Context: an optimization exercise on an open-source flow, tuned for a short achievable clock period and few clock cycles. The choices shown serve that exercise and are no tape-out recipe.
Function was checked by simulation only, so behaviour that the tests miss may differ from the original.
No activity file was given, so power comes from the tool's default toggle rates.

===== design/flow/config.mk =====
export PLATFORM = sky130hd
export DESIGN_NAME = cpu_top
export DESIGN_NICKNAME = cpu_top
export VERILOG_FILES = /design/flow/design.v
export SDC_FILE = /design/flow/constraint.sdc
export NUM_CORES = 4
export LEC_CHECK = 0
export CAP_MARGIN = 20
export CORE_MARGIN = 2
export CORE_UTILIZATION = 40
export SLEW_MARGIN = 20

===== design/flow/constraint.sdc =====
create_clock -name core_clock -period 8.5 [get_ports {clk}]
set_input_delay 1.7000 -clock core_clock [delete_from_list [all_inputs] [get_ports {clk}]]
set_output_delay 1.7000 -clock core_clock [all_outputs]
set_load 0.01 [all_outputs]

===== design/flow/design.v =====
package cpu_pkg;
    typedef enum logic [6:0] {
        OP_LOAD  = 7'b0000011,
        OP_I_ALU = 7'b0010011,
        OP_STORE = 7'b0100011,
        OP_R_ALU = 7'b0110011
    } opcode_e;
    typedef enum logic [3:0] {
        ALU_ADD  = 4'd0,
        ALU_SUB  = 4'd1,
        ALU_AND  = 4'd2,
        ALU_OR   = 4'd3,
        ALU_XOR  = 4'd4,
        ALU_SLL  = 4'd5,
        ALU_SRL  = 4'd6,
        ALU_SRA  = 4'd7,
        ALU_SLT  = 4'd8,
        ALU_SLTU = 4'd9
    } alu_op_e;
    typedef enum logic [1:0] {
        FWD_NONE = 2'd0,
        FWD_MEM  = 2'd1,
        FWD_WB   = 2'd2
    } fwd_sel_e;
    typedef struct packed {
        logic    reg_write;
        logic    mem_read;
        logic    mem_write;
        logic    alu_src;
        alu_op_e alu_op;
    } ctrl_t;
    typedef struct packed {
        ctrl_t                  ctrl;
        logic [5-1:0] rs1;
        logic [5-1:0] rs2;
        logic [5-1:0] rd;
        logic [32-1:0]   rs1_data;
        logic [32-1:0]   rs2_data;
        logic [32-1:0]   imm;
    } id_ex_t;
    typedef struct packed {
        logic                   reg_write;
        logic                   mem_read;
        logic                   mem_write;
        logic [5-1:0] rs2;
        logic [5-1:0] rd;
        logic [32-1:0]   alu_result;
        logic [32-1:0]   rs2_data;
    } ex_mem_t;
    typedef struct packed {
        logic                   reg_write;
        logic                   mem_read;
        logic [5-1:0] rd;
        logic [32-1:0]   alu_result;
    } mem_wb_t;
endpackage
`timescale 1ns/10ps
module decode_stage (
    input  logic [32-1:0] instr,
    output cpu_pkg::ctrl_t       ctrl,
    output logic [32-1:0] imm
);
    cpu_pkg::opcode_e opcode;
    cpu_pkg::alu_op_e alu_sel;
    logic [2:0]       funct3;
    logic             alt;
    logic             is_reg;
    assign opcode = cpu_pkg::opcode_e'(instr[6:0]);
    assign funct3 = instr[14:12];
    assign alt    = instr[30];
    assign is_reg = (opcode == cpu_pkg::OP_R_ALU);
    assign imm = (opcode == cpu_pkg::OP_STORE)
        ? {{(32-12){instr[31]}}, instr[31:25], instr[11:7]}
        : {{(32-12){instr[31]}}, instr[31:20]};
    always_comb begin
        case (funct3)
            3'b000: begin
                alu_sel = (is_reg && alt) ? cpu_pkg::ALU_SUB : cpu_pkg::ALU_ADD;
            end
            3'b001: begin
                alu_sel = cpu_pkg::ALU_SLL;
            end
            3'b010: begin
                alu_sel = cpu_pkg::ALU_SLT;
            end
            3'b011: begin
                alu_sel = cpu_pkg::ALU_SLTU;
            end
            3'b100: begin
                alu_sel = cpu_pkg::ALU_XOR;
            end
            3'b101: begin
                alu_sel = alt ? cpu_pkg::ALU_SRA : cpu_pkg::ALU_SRL;
            end
            3'b110: begin
                alu_sel = cpu_pkg::ALU_OR;
            end
            default: begin
                alu_sel = cpu_pkg::ALU_AND;
            end
        endcase
    end
    always_comb begin
        ctrl = '0;
        case (opcode)
            cpu_pkg::OP_R_ALU: begin
                ctrl.reg_write = 1'b1;
                ctrl.alu_op    = alu_sel;
            end
            cpu_pkg::OP_I_ALU: begin
                ctrl.reg_write = 1'b1;
                ctrl.alu_src   = 1'b1;
                ctrl.alu_op    = alu_sel;
            end
            cpu_pkg::OP_LOAD: begin
                ctrl.reg_write = 1'b1;
                ctrl.mem_read  = 1'b1;
                ctrl.alu_src   = 1'b1;
                ctrl.alu_op    = cpu_pkg::ALU_ADD;
            end
            cpu_pkg::OP_STORE: begin
                ctrl.mem_write = 1'b1;
                ctrl.alu_src   = 1'b1;
                ctrl.alu_op    = cpu_pkg::ALU_ADD;
            end
            default: begin
                ctrl = '0;
            end
        endcase
    end
endmodule
`timescale 1ns/10ps
module reg_file (
    input  logic                   clk,
    input  logic                   rst_n,
    input  logic [5-1:0] rs1,
    input  logic [5-1:0] rs2,
    input  logic [5-1:0] rd,
    input  logic                   we,
    input  logic [32-1:0]   wdata,
    output logic [32-1:0]   rs1_data,
    output logic [32-1:0]   rs2_data
);
    logic [32-1:0] regs [32];
    function automatic logic [32-1:0] read_port(input logic [5-1:0] idx);
        if (idx == '0) begin
            read_port = '0;
        end else if (we && rd == idx) begin
            read_port = wdata;
        end else begin
            read_port = regs[idx];
        end
    endfunction
    always_ff @(posedge clk) begin
        if (!rst_n) begin
            for (int i = 0; i < 32; i++) begin
                regs[i] <= '0;
            end
        end else if (we && rd != '0) begin
            regs[rd] <= wdata;
        end
    end
    assign rs1_data = read_port(rs1);
    assign rs2_data = read_port(rs2);
endmodule
`timescale 1ns/10ps
module alu (
    input  cpu_pkg::alu_op_e     op,
    input  logic [32-1:0] a,
    input  logic [32-1:0] b,
    output logic [32-1:0] result
);
    logic [4:0] shamt;
    assign shamt = b[4:0];
    always_comb begin
        case (op)
            cpu_pkg::ALU_ADD: begin
                result = a + b;
            end
            cpu_pkg::ALU_SUB: begin
                result = a - b;
            end
            cpu_pkg::ALU_AND: result = a & b;
            cpu_pkg::ALU_OR:  result = a | b;
            cpu_pkg::ALU_XOR: result = a ^ b;
            cpu_pkg::ALU_SLL: result = a << shamt;
            cpu_pkg::ALU_SRL: result = a >> shamt;
            cpu_pkg::ALU_SRA: begin
                result = $signed(a) >>> shamt;
            end
            cpu_pkg::ALU_SLT: begin
                result = 32'($signed(a) < $signed(b));
            end
            cpu_pkg::ALU_SLTU: begin
                result = 32'(a < b);
            end
            default: begin
                result = '0;
            end
        endcase
    end
endmodule
`timescale 1ns/10ps
module hazard_unit (
    input  logic                   clk,
    input  logic                   rst_n,
    input  logic [5-1:0] id_rs1,
    input  logic [5-1:0] id_rs2,
    input  cpu_pkg::ctrl_t         id_ctrl,
    input  cpu_pkg::id_ex_t        ex,
    input  cpu_pkg::ex_mem_t       mem,
    input  cpu_pkg::mem_wb_t       wb,
    input  logic [32-1:0]   wb_data,
    output cpu_pkg::fwd_sel_e      fwd_a,
    output cpu_pkg::fwd_sel_e      fwd_b,
    output logic                   mem_store_fwd,
    output logic                   stall
);
    logic id_uses_rs1;
    logic id_uses_rs2;
    logic load_in_ex;
    function automatic cpu_pkg::fwd_sel_e src_sel(input logic [5-1:0] src);
        if (src != '0 && mem.reg_write && !mem.mem_read && mem.rd == src) begin
            src_sel = cpu_pkg::FWD_MEM;
        end else if (src != '0 && wb.reg_write && wb.rd == src) begin
            src_sel = cpu_pkg::FWD_WB;
        end else begin
            src_sel = cpu_pkg::FWD_NONE;
        end
    endfunction
    assign fwd_a = src_sel(ex.rs1);
    assign fwd_b = src_sel(ex.rs2);
    assign mem_store_fwd = mem.mem_write && wb.reg_write && wb.mem_read
                           && wb.rd != '0 && wb.rd == mem.rs2;
    assign id_uses_rs1 = id_ctrl.reg_write || id_ctrl.mem_write;
    assign id_uses_rs2 = id_uses_rs1 && !id_ctrl.alu_src;
    assign load_in_ex  = ex.ctrl.mem_read && ex.rd != '0;
    assign stall = load_in_ex && ((id_uses_rs1 && ex.rd == id_rs1)
                                  || (id_uses_rs2 && ex.rd == id_rs2));
endmodule
`timescale 1ns/10ps
module cpu_top (
    input  logic                   clk,
    input  logic                   rst_n,
    input  logic [32-1:0]   doa,
    input  logic [32-1:0]   dob,
    output logic [16-1:0] addra,
    output logic [16-1:0] addrb,
    output logic [4-1:0]   web,
    output logic [32-1:0]   dib
);
    logic [16-1:0] pc;
    logic [16-1:0] id_pc;
    logic                   id_valid;
    cpu_pkg::id_ex_t        ex;
    cpu_pkg::ex_mem_t       mem;
    cpu_pkg::mem_wb_t       wb;
    cpu_pkg::ctrl_t         dec_ctrl;
    cpu_pkg::ctrl_t         id_ctrl;
    logic [32-1:0]   id_imm;
    logic [5-1:0] id_rs1;
    logic [5-1:0] id_rs2;
    logic [5-1:0] id_rd;
    logic [32-1:0]   id_rs1_data;
    logic [32-1:0]   id_rs2_data;
    cpu_pkg::fwd_sel_e      fwd_a;
    cpu_pkg::fwd_sel_e      fwd_b;
    logic                   mem_store_fwd;
    logic                   stall;
    logic [32-1:0]   op_a;
    logic [32-1:0]   op_b_reg;
    logic [32-1:0]   op_b;
    logic [32-1:0]   alu_result;
    logic [32-1:0]   wb_data;
    function automatic logic [32-1:0] fwd_mux(
        input cpu_pkg::fwd_sel_e    sel,
        input logic [32-1:0] reg_data,
        input logic [32-1:0] mem_data,
        input logic [32-1:0] wb_fwd
    );
        case (sel)
            cpu_pkg::FWD_MEM: fwd_mux = mem_data;
            cpu_pkg::FWD_WB:  fwd_mux = wb_fwd;
            default:          fwd_mux = reg_data;
        endcase
    endfunction
    assign addra = stall ? id_pc : pc;
    always_ff @(posedge clk) begin
        if (!rst_n) begin
            pc       <= 16'(0);
            id_pc    <= 16'(0);
            id_valid <= 1'b0;
        end else begin
            id_valid <= 1'b1;
            if (!stall) begin
                pc    <= pc + 16'(4);
                id_pc <= pc;
            end
        end
    end
    assign id_rs1  = doa[19:15];
    assign id_rs2  = doa[24:20];
    assign id_rd   = doa[11:7];
    assign id_ctrl = id_valid ? dec_ctrl : '0;
    decode_stage i_decode_stage (
        .instr (doa),
        .ctrl  (dec_ctrl),
        .imm   (id_imm)
    );
    reg_file i_reg_file (
        .clk      (clk),
        .rst_n    (rst_n),
        .rs1      (id_rs1),
        .rs2      (id_rs2),
        .rd       (wb.rd),
        .we       (wb.reg_write),
        .wdata    (wb_data),
        .rs1_data (id_rs1_data),
        .rs2_data (id_rs2_data)
    );
    always_ff @(posedge clk) begin
        if (!rst_n) begin
            ex.ctrl     <= '0;
            ex.rs1_data <= '0;
            ex.rs2_data <= '0;
        end else begin
            ex.ctrl     <= stall ? '0 : id_ctrl;
            ex.rs1      <= id_rs1;
            ex.rs2      <= id_rs2;
            ex.rd       <= id_rd;
            ex.rs1_data <= id_rs1_data;
            ex.rs2_data <= id_rs2_data;
            ex.imm      <= id_imm;
        end
    end
    assign op_a     = fwd_mux(fwd_a, ex.rs1_data, mem.alu_result, wb_data);
    assign op_b_reg = fwd_mux(fwd_b, ex.rs2_data, mem.alu_result, wb_data);
    assign op_b     = ex.ctrl.alu_src ? ex.imm : op_b_reg;
    alu i_alu (
        .op     (ex.ctrl.alu_op),
        .a      (op_a),
        .b      (op_b),
        .result (alu_result)
    );
    always_ff @(posedge clk) begin
        if (!rst_n) begin
            mem.reg_write <= 1'b0;
            mem.mem_read  <= 1'b0;
            mem.mem_write <= 1'b0;
            mem.alu_result <= '0;
        end else begin
            mem.reg_write  <= ex.ctrl.reg_write;
            mem.mem_read   <= ex.ctrl.mem_read;
            mem.mem_write  <= ex.ctrl.mem_write;
            mem.rs2        <= ex.rs2;
            mem.rd         <= ex.rd;
            mem.alu_result <= alu_result;
            mem.rs2_data   <= op_b_reg;
        end
    end
    assign addrb = mem.alu_result[16-1:0];
    assign web   = {4{mem.mem_write}};
    assign dib   = mem_store_fwd ? wb_data : mem.rs2_data;
    always_ff @(posedge clk) begin
        if (!rst_n) begin
            wb.reg_write <= 1'b0;
            wb.mem_read  <= 1'b0;
        end else begin
            wb.reg_write  <= mem.reg_write;
            wb.mem_read   <= mem.mem_read;
            wb.rd         <= mem.rd;
            wb.alu_result <= mem.alu_result;
        end
    end
    assign wb_data = wb.mem_read ? dob : wb.alu_result;
    hazard_unit i_hazard_unit (
        .clk           (clk),
        .rst_n         (rst_n),
        .id_rs1        (id_rs1),
        .id_rs2        (id_rs2),
        .id_ctrl       (id_ctrl),
        .ex            (ex),
        .mem           (mem),
        .wb            (wb),
        .wb_data       (wb_data),
        .fwd_a         (fwd_a),
        .fwd_b         (fwd_b),
        .mem_store_fwd (mem_store_fwd),
        .stall         (stall)
    );
endmodule

===== design/flow/run.sh =====
#!/bin/bash
# synth_recipe.tcl (not shown) runs the flow's synth.tcl, then flattens the netlist and writes it again
# the make line also repeats each setting of config.mk as NAME=value (left out here)
make -C /OpenROAD-flow-scripts/flow DESIGN_CONFIG=/design/flow/config.mk WORK_HOME=/design/flow/orfs CLKGATE_MAP_FILE= SYNTH_SCRIPT=/design/flow/synth_recipe.tcl finish

==> metrics.md <==
| Metric | Value |
|---|---|
| Via count | `57,933` |
| Synth Register Bits | `1,270` |
| Post-cts sizing count | `0` |
| Syn_area_per_cell | `11.0 um^2` |
| First-pass DRT Iterations | `6` |
| # Max-Cap Violations | `0` |
| Routability-driven placement congestion ratio | `0.980` |
| Period utilization | `79.2%` |
| Slew at the pin with the worst max-slew slack | `1230 ps` |
| R2R depth | `18` |
| Grt ovf | `0` |
| Startpoint types | `register` |
| Mapped Cells | `6,563` |
| Worst slack, placed | `1260 ps` |
| Chip Height | `429 um` |
| Cell variety after synth | `106` |
| Largest cells by area after synthesis | `edfxtp_1 (47%), mux4_2 (8.0%), mux2i_1 (7.3%), nor2_1 (7.3%), dfxtp_1 (3.9%)` |
| Clk_skew | `31.6 ps` |
| Crit Path Max Fanout | `46` |
| Mapped cell area | `72,300 um^2` |
| Vias/cell | `6.47` |
| Post-synth top area share | `46.9%` |
| Post-synthesis mux area share | `18.6%` |
| LEAKAGE | `29.6 nW` |
| Final hold violations | `0` |
| # hold bufs at CTS | `0` |
| Total setup buffers inserted after CTS | `0` |
| Fin Setup TNS | `0 ps` |
| Routed wire length per instance | `32.4 um` |
| Area Overhead vs Synth | `12.3%` |
| Main synth FF type | `edfxtp_1` |
| Synth Area in Compound Gates | `12.7%` |
| Largest net degree at the start of global routing | `102` |
| Tmin final | `6740 ps` |
| CP required | `9220 ps` |
| Critical Path AT | `7460 ps` |
| Rows | `156` |
| Antenna-violating nets left | `0` |
| Vias in the first global route | `56,658` |
| Initial Util | `40.2%` |
| Initial antenna violation count | `7` |
| Slew HR | `16.9%` |
| Nets | `6,632` |
| IO buf count | `133` |
| Commonest non-fill, non-tap cells in the layout | `nor2_1 (1,398), edfxtp_1 (1,130), mux2i_1 (495)` |
| Commonest non-fill, non-tap cell in the layout | `nor2_1` |
| Sequential fraction of the synthesis area | `50.8%` |
| Final worst-path setup slack | `1760 ps` |
| Layout cells sized above 1 | `15.9%` |
| Max Clock Freq | `148 MHz` |
| Max VDD drop | `0.000191 V` |
| Total CTS buffers | `142` |
| WL final | `290,000 um` |
| Combinational family with the most area after synthesis | `multiplexers` |
| Clk root buf | `clkbuf_16` |
| Pwr dens | `201 nW/um^2` |
| Die Wd | `429 um` |
| Post-Synth Simple-Gate Area | `11.1%` |
| Detailed placer's ending HPWL | `178,000 um` |
| Top Ports | `134` |
| CP Capture Type | `register` |
| Worst skew pair latency | `810 ps` |
| Die area | `184,000 um^2` |
| Worst Path Class, Setup | `register to register` |
| Initial DRC Count | `8,082` |
| XOR/XNOR Fraction of Synth Area | `1.02%` |
| First-pass GRT wire length | `411,000 um` |
| Count of pins over their slew limit | `0` |
| Ys async rst share | `0%` |
| Final setup vio count | `0` |
| HP Class | `register to register` |
| Yosys warning total | `5` |
| Synth Area in Adders | `1.80%` |
| RSZ-0062 raised after global routing | `false` |
| Yosys top cell by area | `edfxtp_1` |
| H-tree levels | `4` |
| Clk buf depth | `3` |
| Core area | `180,000 um^2` |
| Clk sinks | `1,270` |
| EDFF count, synth | `1,130` |
| Hold Crit Depth | `1` |
| CTS tree | `yes` |
| Status | `finished clean` |
| Clock transition at the registers of the reported paths | `60 ps` |
| Global Route Usage Sum | `30.8%` |
| # DRC | `0` |
## logic make-up after synthesis
kind of cell             count (synthesis)
AO/OA/AOI/OAI                         1408
XOR/XNOR                                84
adder cells (fa/ha/maj)                103
buffers and inverters                  722
flip-flops                            1270
multiplexers                           994
other                                    1
AND/OR/NAND/NOR                       1981
## registers in the layout (all words and copies together), names as in the netlist
| register | count |
|---|---|
| ex | 99 |
| mem | 77 |
| id_valid | 1 |
| i_reg_file.regs | 1024 |
| id_pc | 16 |
| wb | 39 |
| pc | 14 |
## report_power, final
part           total (mW)  internal [mW]  switching (mW)
sequential           7.28           7.08           0.201
combinational        2.82          0.941            1.88
clock                6.21           3.47            2.73
## Yosys cell counts (all sizes together), types with 47 or more instances
library cell and number:
a21oi 347, a221oi 181, a22oi 118, buf 141
clkbuf 472, dfxtp 140, edfxtp 1130, ha 101
inv 105, mux2 209, mux2i 528, mux4 257
nand2 331, nand3 47, nor2 1407, nor3 48
o211ai 100, o21ai 404, xnor2 49
## layer usage
layer	GRT usage, %	routed length (um)	vias to the layer above
li1	-	-	24197
met1	42.5	115000	29178
met2	45.9	127000	3830
met3	6.86	32900	726
met4	14.5	15500	2
met5	0	13	-
## through the flow
step / instance area (um^2) / hold slack, ps / std cells / power [mW] / util (%)
after global placement: 76600 / 420 / 8688 / 10.1 / 42.5
after CTS: 81200 / 440 / 8947 / 16.3 / 45.1
after detailed placement: 76600 / 427 / 8688 / 10.1 / 42.5
final: 81200 / 439 / 8949 / 16.3 / 45.1
after floorplan: 72500 / 412 / 6594 / 9.03 / -
after global routing: 81200 / 461 / 8948 / 16.7 / 45.1
## worst max-delay path, stage by stage, from the launching register on
cell and delay [ps]:
edfxtp_1 450, xor2_1 200, nor4_2 920, and2_4 380
buf_4 530, o21ai_1 390, ha_1 480, o21a_1 140
nor2_1 50, a211oi_1 300, o22ai_1 260, o41ai_1 1000
a21oi_1 280, buf_4 230, a211o_1 300, a21oi_1 200
mux2i_1 200, o211ai_1 100, a31oi_1 190
## worst paths after layout
check / to / startpoint / slack (ps)
min reg2reg: mem[76] / ex[118] / 440
min: mem[76] / ex[118] / 440
max: mem[63] / ex[106] / 1760
max reg2reg: mem[63] / ex[106] / 1760
## cell type report
cell class              instances  area (um^2)
multi-input cells            4602        33500
flip-flops and latches       1270        36700
well taps                    2370         2970
clock inverters                89          913
diodes                          1         2.50
fillers                     16593        98900
clock buffers                 170         3660
inverters                     109          412
repair buffers                338         3020
Testbench counts, summed over its fixed seeds: cycles 16,444.

==> what the ideal ports hide <==
The results above use ideal ports. As a check the final layout listed here was re-extracted and re-timed, cells and wires unchanged.
Step 1 (the two cells are an assumption about what drives the block):
set clk [get_ports {clk}]
set_driving_cell -lib_cell sky130_fd_sc_hd__clkbuf_16 $clk
set_driving_cell -lib_cell sky130_fd_sc_hd__buf_2 [delete_from_list [all_inputs] $clk]
Step 2 also shifts input and output timing later by t, the mid clock arrival at the registers, as if the neighbouring blocks saw the same clock.
Three values: ideal, step 1, step 2; two values: the first two.
t, ns: 0.886
setup slack, ns: 1.765 / 1.765 / 1.073
worst setup path after step 2: input to register
worst register clock-pin slew, ns: 0.08 / 0.08
worst slew at a driven data input, ns: 0.16
After both steps this run still meets setup and hold. The setup slack of this run moves by 0.000 ns with the drivers and by -0.692 ns with both steps.
